Source: an optimization exercise on an open RTL-to-GDS flow (aim: small area, a short achievable clock period and few clock cycles per item). Production flows keep margins and buffers that such runs may drop.
RTL that was checked went through simulation tests only; none was proved equivalent to the original.
No activity file was given, so power comes from the tool's default toggle rates.

== juniper ==
## proportional_text_layout_top
module proportional_text_layout_top (
	input  logic                            clk,
	input  logic                            arst_n,
	input  logic                            in_valid,
	output logic                            in_ready,
	input  logic                            in_kind,
	input  logic                            in_first_of_text,
	input  logic [7:0]                      in_char_code,
	input  logic [6:0]                      in_width_slot,
	input  logic [7:0]                      in_width_value,
	output logic                            out_valid,
	input  logic                            out_ready,
	output logic [ptl_pkg::COORD_BITS-1:0] out_glyph_x,
	output logic [ptl_pkg::COORD_BITS-1:0] out_glyph_y,
	output logic [ptl_pkg::GIDX_BITS-1:0]  out_glyph_index,
	input  logic                            cfg_we,
	input  logic [2:0]                      cfg_index,
	input  logic [15:0]                     cfg_data
);
For scale: about 3600 cells after synthesis, ~1100 flip-flops, ~42000 um^2 of cells after synthesis.
make LEC_CHECK=0 ABC_CLOCK_PERIOD_IN_PS=2500 CAP_MARGIN=20 CORE_MARGIN=2 CORE_UTILIZATION=40 CTS_BUF_LIST=sky130_fd_sc_hd__clkbuf_8 SETUP_SLACK_MARGIN=2.2 SLEW_MARGIN=20 finish   # period 5.0 ns
run.sh (not shown) runs the stock make flow with config.mk's settings and CLKGATE_MAP_FILE= SYNTH_SCRIPT=/design/flow/synth_recipe.tcl, a recipe that flattens the netlist after the stock synthesis.
The inputs of tundra differ from those of juniper as listed below.
diff --git a/flow/design.v b/flow/design.v
--- a/flow/design.v
+++ b/flow/design.v
@@ -153,34 +153,30 @@
 	logic [CB-1:0] y_q;        
 	logic          s1_first, s1_char;
 	logic [1:0]    s1_cls;
 	logic          s1_tab0;
 	logic [7:0]    s1_d;
 	logic [CB-1:0] s1_yb, s1_ynl;
+	logic [8:0]    s1_ylo;
+	logic [7:0]    s1_yhi_inc;
 	assign s1_first = s1_val[2];
 	assign s1_cls   = s1_val[1:0];
 	assign s1_char  = s1_v && !s1_load;
 	assign s1_tab0  = (tab_q == 8'd0);
 	always_comb begin
 		case (s1_cls)
 			ptl_pkg::CLS_GLYPH: s1_d = letter_q;
 			ptl_pkg::CLS_SPACE: s1_d = word_q;
 			default:            s1_d = tab_q;
 		endcase
 	end
-	function automatic logic [CB-1:0] y_add(input logic [CB-1:0] y, input logic [7:0] g);
-		logic [8:0] lo;
-		logic [7:0] hi_inc;
-		lo     = {1'b0, y[7:0]} + {1'b0, g};
-		hi_inc = y[15:8] + 8'd1;
-		if (!lo[8])        y_add = {y[15:8], lo[7:0]};
-		else if (&y[15:8]) y_add = {CB{1'b1}};
-		else               y_add = {hi_inc, lo[7:0]};
-	endfunction
-	assign s1_yb  = s1_first ? start_row_q : y_q;
-	assign s1_ynl = s1_first ? y_add(start_row_q, line_q) : y_add(y_q, line_q);
+	assign s1_yb      = s1_first ? start_row_q : y_q;
+	assign s1_ylo     = {1'b0, s1_yb[7:0]} + {1'b0, line_q};
+	assign s1_yhi_inc = s1_yb[15:8] + 8'd1;
+	assign s1_ynl     = !s1_ylo[8] ? {s1_yb[15:8], s1_ylo[7:0]} :
+		(&s1_yb[15:8]) ? {CB{1'b1}} : {s1_yhi_inc, s1_ylo[7:0]};
 	logic          s3_v, s3_tw_q;
 	logic          s3_gl, s3_nl, s3_tb;
 	logic [GB-1:0] s3_g;
 	logic [CB-1:0] s3_y;
 	logic [8:0]    s3_d1;      
 	logic [8:0]    s3_dc;      
@@ -188,17 +184,12 @@
 	logic [9:0]    s3_e1;      
 	logic [7:0]    s3_zs;      
 	logic          s3_zok;
 	logic [7:0]    s2_k;
 	logic [8:0]    s2_d1;
 	logic [9:0]    s2_c0, s2_c1;
-	logic [9:0] e1_t, e1_s, e1_c, s2_e1;
-	assign e1_t  = {2'b0, tab_q} + 10'd1;
-	assign e1_s  = e1_t ^ ~{2'b0, s2_d} ^ ~{2'b0, s2_wb};
-	assign e1_c  = (e1_t & ~{2'b0, s2_d}) | (e1_t & ~{2'b0, s2_wb}) | (~{2'b0, s2_d} & ~{2'b0, s2_wb});
-	assign s2_e1 = e1_s + {e1_c[8:0], 1'b1};
 	assign s2_k  = s2_gl ? s2_wb : s2_d;
 	assign s2_d1 = {1'b0, s2_d} + {1'b0, s2_wb};
 	assign s2_c0 = {2'b0, tab_q} - 10'd1 - {2'b0, s2_k};
 	assign s2_c1 = {1'b0, tab_q, 1'b0} - 10'd1 - {2'b0, s2_k};
 	logic [CB-1:0] x_q;
 	logic          z_q;        
@@ -427,13 +418,13 @@
 			s3_tb  <= s2_tb;
 			s3_g   <= s2_g;
 			s3_y   <= s2_y;
 			s3_d1  <= s2_d1;
 			s3_dc  <= {1'b0, s2_d} + {2'b0, s2_wb[7:1]};
 			s3_k   <= s2_k;
-			s3_e1  <= s2_e1;
+			s3_e1  <= {2'b0, tab_q} - {1'b0, s2_d1};
 			s3_zs  <= !s2_c0[9] ? s2_c0[7:0] : s2_c1[7:0];
 			s3_zok <= !s2_c0[9] || !s2_c1[9];
 		end
 		if (s3_go && tab_div) begin
 			div_t_q  <= s3_d1[7:0];
 		end
### Flow results
- tundra ended with every stage complete and zero timing, DRC or antenna violations.
- Number of global-route vias before repair: tundra < juniper
- Higher final critical path time including I/O delays and setup was reported by juniper, not tundra.
- Via count (higher): juniper
- Re number of unique standard cell types used by synthesis: tundra is about 17% down on juniper.
- | largest voltage drop on the vdd net | tundra vs juniper | 14% higher |
- In tundra, the number of logic stages on the critical path including buffering came out 1 above the value in juniper.
- tundra: detailed route wirelength on metal3 is 2400 um lower than what juniper reported.
- Global-route usage over all layers: tundra higher than juniper
- Die size: tundra is under juniper
- tundra ends up with a share of the clock period used by the worst path after layout that is 0.53 points lower than in juniper.
- s2_wb[1] as the start point of the critical path was reported by tundra, and s1_idx[0] by juniper.
- Compared with juniper, in tundra x dimension of the die decreased 2.7%; global-route wire length before repair decreased about 4.7%; total power draw decreased about 4.3%; maximum frequency increased about 0.8%.
Testbench counts of tundra, summed over its fixed seeds: cycles 12,032, items 12,000.
Function not checked in juniper: the RTL went through the layout flow alone.


Setup of the previous run:
Another version of the RTL of proportional_text_layout_top (not shown whole).
Size: about 1,000 flip-flops, roughly 90 I/O pins.
==> flow/design.v (excerpt) <==
module proportional_text_layout_top (
	input  logic                            clk,
	input  logic                            arst_n,
	input  logic                            in_valid,
	output logic                            in_ready,
	input  logic                            in_kind,
	input  logic                            in_first_of_text,
	input  logic [7:0]                      in_char_code,
	input  logic [6:0]                      in_width_slot,
	input  logic [7:0]                      in_width_value,
	output logic                            out_valid,
	input  logic                            out_ready,
	output logic [ptl_pkg::COORD_BITS-1:0] out_glyph_x,
	output logic [ptl_pkg::COORD_BITS-1:0] out_glyph_y,
	output logic [ptl_pkg::GIDX_BITS-1:0]  out_glyph_index,
	input  logic                            cfg_we,
	input  logic [2:0]                      cfg_index,
	input  logic [15:0]                     cfg_data
);
	localparam int CB = ptl_pkg::COORD_BITS;
	localparam int GB = ptl_pkg::GIDX_BITS;
	logic [7:0]  letter_q, word_q, line_q, tab_q;
	logic [15:0] start_row_q;
	always_ff @(posedge clk or negedge arst_n) begin
		if (!arst_n) begin
			letter_q    <= 8'd1;
			word_q      <= 8'd6;
			line_q      <= 8'd25;
  ...
clock: 5.0 ns
lec_check: 0
abc_clock_period_in_ps: 2500
cap_margin: 20
core_margin: 2
core_utilization: 40
setup_slack_margin: 2.2
slew_margin: 20
Testbench counts of the previous run, summed over its fixed seeds: cycles 12,024, items 12,000.
The following lists how the current run was set up differently from the previous run:
diff --git a/flow/design.v b/flow/design.v
--- a/flow/design.v
+++ b/flow/design.v
@@ -99,29 +99,31 @@
 		else if (in_char_code == ptl_pkg::CHAR_NL)  in_cls = ptl_pkg::CLS_NL;
 		else if (in_char_code == ptl_pkg::CHAR_TAB) in_cls = ptl_pkg::CLS_TAB;
 		else                                        in_cls = ptl_pkg::CLS_GLYPH;
 	end
 	assign in_idx  = in_kind ? in_width_slot : ptl_pkg::glyph_of(in_char_code);
 	assign in_val  = in_kind ? in_width_value : {5'd0, in_first_of_text, in_cls};
 	assign in_keep = !in_kind || (in_width_slot < 7'(ptl_pkg::GLYPH_COUNT));
 	localparam int N = ptl_pkg::GLYPH_COUNT;
-	logic [7:0]     ring_q [N];
+	logic [N*8-1:0] ring_q;
 	logic [GB-1:0]  t_q, t_nx;
 	logic           ring_we;
 	logic [7:0]     rd_w;
 	assign t_nx    = (t_q == GB'(N - 1)) ? '0 : t_q + 1'b1;
 	assign ring_we = s1_v && s1_load && (s1_idx == t_q);
 	always_ff @(posedge clk) begin
-		for (int i = 0; i < N - 1; i++) begin
-			ring_q[i] <= ring_q[i+1];
+		ring_q <= {ring_we ? s1_val : ring_q[7:0], ring_q[N*8-1:8]};
+	end
+	always_comb begin
+		rd_w = 8'd0;
+		for (int i = 0; i < N; i++) begin
+			if (s1_idx == GB'(i)) rd_w = ring_q[i*8 +: 8];
 		end
-		ring_q[N-1] <= ring_we ? s1_val : ring_q[0];
 	end
-	assign rd_w = ring_q[s1_idx];
 	function automatic logic [GB-1:0] mod_sub(input logic [GB-1:0] a, input logic [GB-1:0] b);
 		logic [GB:0] d;
 		d = {1'b0, a} - {1'b0, b};
 		mod_sub = d[GB] ? d[GB-1:0] + GB'(N) : d[GB-1:0];
 	endfunction
 	function automatic logic [GB-1:0] mod_add(input logic [GB-1:0] a, input logic [GB-1:0] b);
 		logic [GB:0] s;
 		s = {1'b0, a} + {1'b0, b};
Notes after the runs:
The current run has completed all stages; timing, DRC and antenna checks passed. Going from the previous run to the current run, clock buffer count in the final layout increased 9; met1 routing resource usage after global routing decreased 3.5 points. The current run vs. the previous run: number of filler instances in the final layout increased by 13% relative to the old numbers, cell count after synthesis higher. Going from the previous run to the current run, leakage power grows by 0.0020 uW. Between the current run and the previous run, the worst setup slack before clock tree synthesis is lower for the current run. Changes observed in the current run relative to the previous run: sequential share of layout area went down by 4.0 points, area of all placed cells without fillers went up, global-route wire length before repair has increased.
The RTL of the current run was laid out without a check of its function.


Another version of the RTL of proportional_text_layout_top (not shown whole).
For scale: roughly 3,500 cells after synthesis, about 1,000 flip-flops, ~90 I/O pins.
export LEC_CHECK = 0
export ABC_CLOCK_PERIOD_IN_PS = 2500
export CAP_MARGIN = 20
export CORE_MARGIN = 2
export CORE_UTILIZATION = 40
export SETUP_SLACK_MARGIN = 2.2
export SLEW_MARGIN = 20
create_clock -name core_clock -period 5.0 [get_ports {clk}]
The first run ran to the end with no violations.
Rerun with:
--- a/flow/design.v
+++ b/flow/design.v
@@ -109,23 +109,23 @@
 	logic           ring_we;
 	logic [7:0]     rd_w;
 	assign t_nx    = (t_q == GB'(N - 1)) ? '0 : t_q + 1'b1;
 	assign ring_we = s1_v && s1_load && (s1_idx == t_q);
 	always_ff @(posedge clk) begin
 		for (int i = 0; i < N - 1; i++) begin
 			ring_q[i] <= ring_q[i+1];
 		end
 		ring_q[N-1] <= ring_we ? s1_val : ring_q[0];
 	end
 	logic [GB-1:0] s1_ridx_n;
-	assign rd_w = ring_q[~s1_ridx_n];
+	assign rd_w = ring_q[s1_idx];
 	function automatic logic [GB-1:0] mod_sub(input logic [GB-1:0] a, input logic [GB-1:0] b);
 		logic [GB:0] d;
 		d = {1'b0, a} - {1'b0, b};
 		mod_sub = d[GB] ? d[GB-1:0] + GB'(N) : d[GB-1:0];
 	endfunction
 	function automatic logic [GB-1:0] mod_add(input logic [GB-1:0] a, input logic [GB-1:0] b);
 		logic [GB:0] s;
 		s = {1'b0, a} + {1'b0, b};
 		mod_add = (s >= (GB+1)'(N)) ? GB'(s - (GB+1)'(N)) : s[GB-1:0];
 	endfunction
 	logic          src_kind;
What happened:
- The new run went through all stages and came out clean
- worst setup slack gets better by 0.15 ns
- die area falls by 4.0%
- sequential power falls by about 20%
- hold slack gets worse by 0.017 ns
- via count falls by 3.3%
- global-route usage rises by 1.0 points
- first-iteration DRC count rises by 1.9%
- wire length falls by 0.63%
- clock-buffer cell count falls by 10
No functional check of the RTL was part of any run of this note.

-- re-timing with driven ports --
The flow's constraints put no driver on any port. The routed layouts listed below were extracted and timed again, unchanged, in two steps. Step 1: set_driving_cell puts a clkbuf_16 on clk and a buf_2 on each other input, an assumption about the parent block. Step 2 moves the port delays by t, midway between the first and last clock arrival at a register: inputs arrive t later, outputs are due t later. That takes back most of the time a late clock gives input paths. Slacks: no drivers / after step 1 / after step 2; pairs: no drivers / after step 1.
run | t, ns | slack for setup (ns) | hold slack, ns | worst register clock-pin slew, ns
juniper | 0.913 | 1.841 / 1.841 / 1.210 | 0.206 / 0.179 / 0.324 | 0.07 / 0.07
tundra | 0.903 | 1.867 / 1.867 / 1.432 | 0.252 / 0.221 / 0.334 | 0.08 / 0.08
the previous run | 0.741 | 1.202 / 1.231 / 0.490 | 0.323 / 0.323 / 0.323 | 0.07 / 0.07
the current run | 0.738 | 1.211 / 1.211 / 0.585 | 0.299 / 0.299 / 0.299 | 0.07 / 0.07
the first run of note 3 | 0.745 | 1.335 / 1.335 / 1.335 | 0.321 / 0.312 / 0.321 | 0.08 / 0.08
the second run of note 3 | 0.750 | 1.488 / 1.488 / 1.366 | 0.305 / 0.305 / 0.305 | 0.07 / 0.07
After both steps setup and hold are still met in every run listed. For the previous run, which loses most, drivers alone change the setup slack by +0.029 ns; drivers and shift together by -0.712 ns.
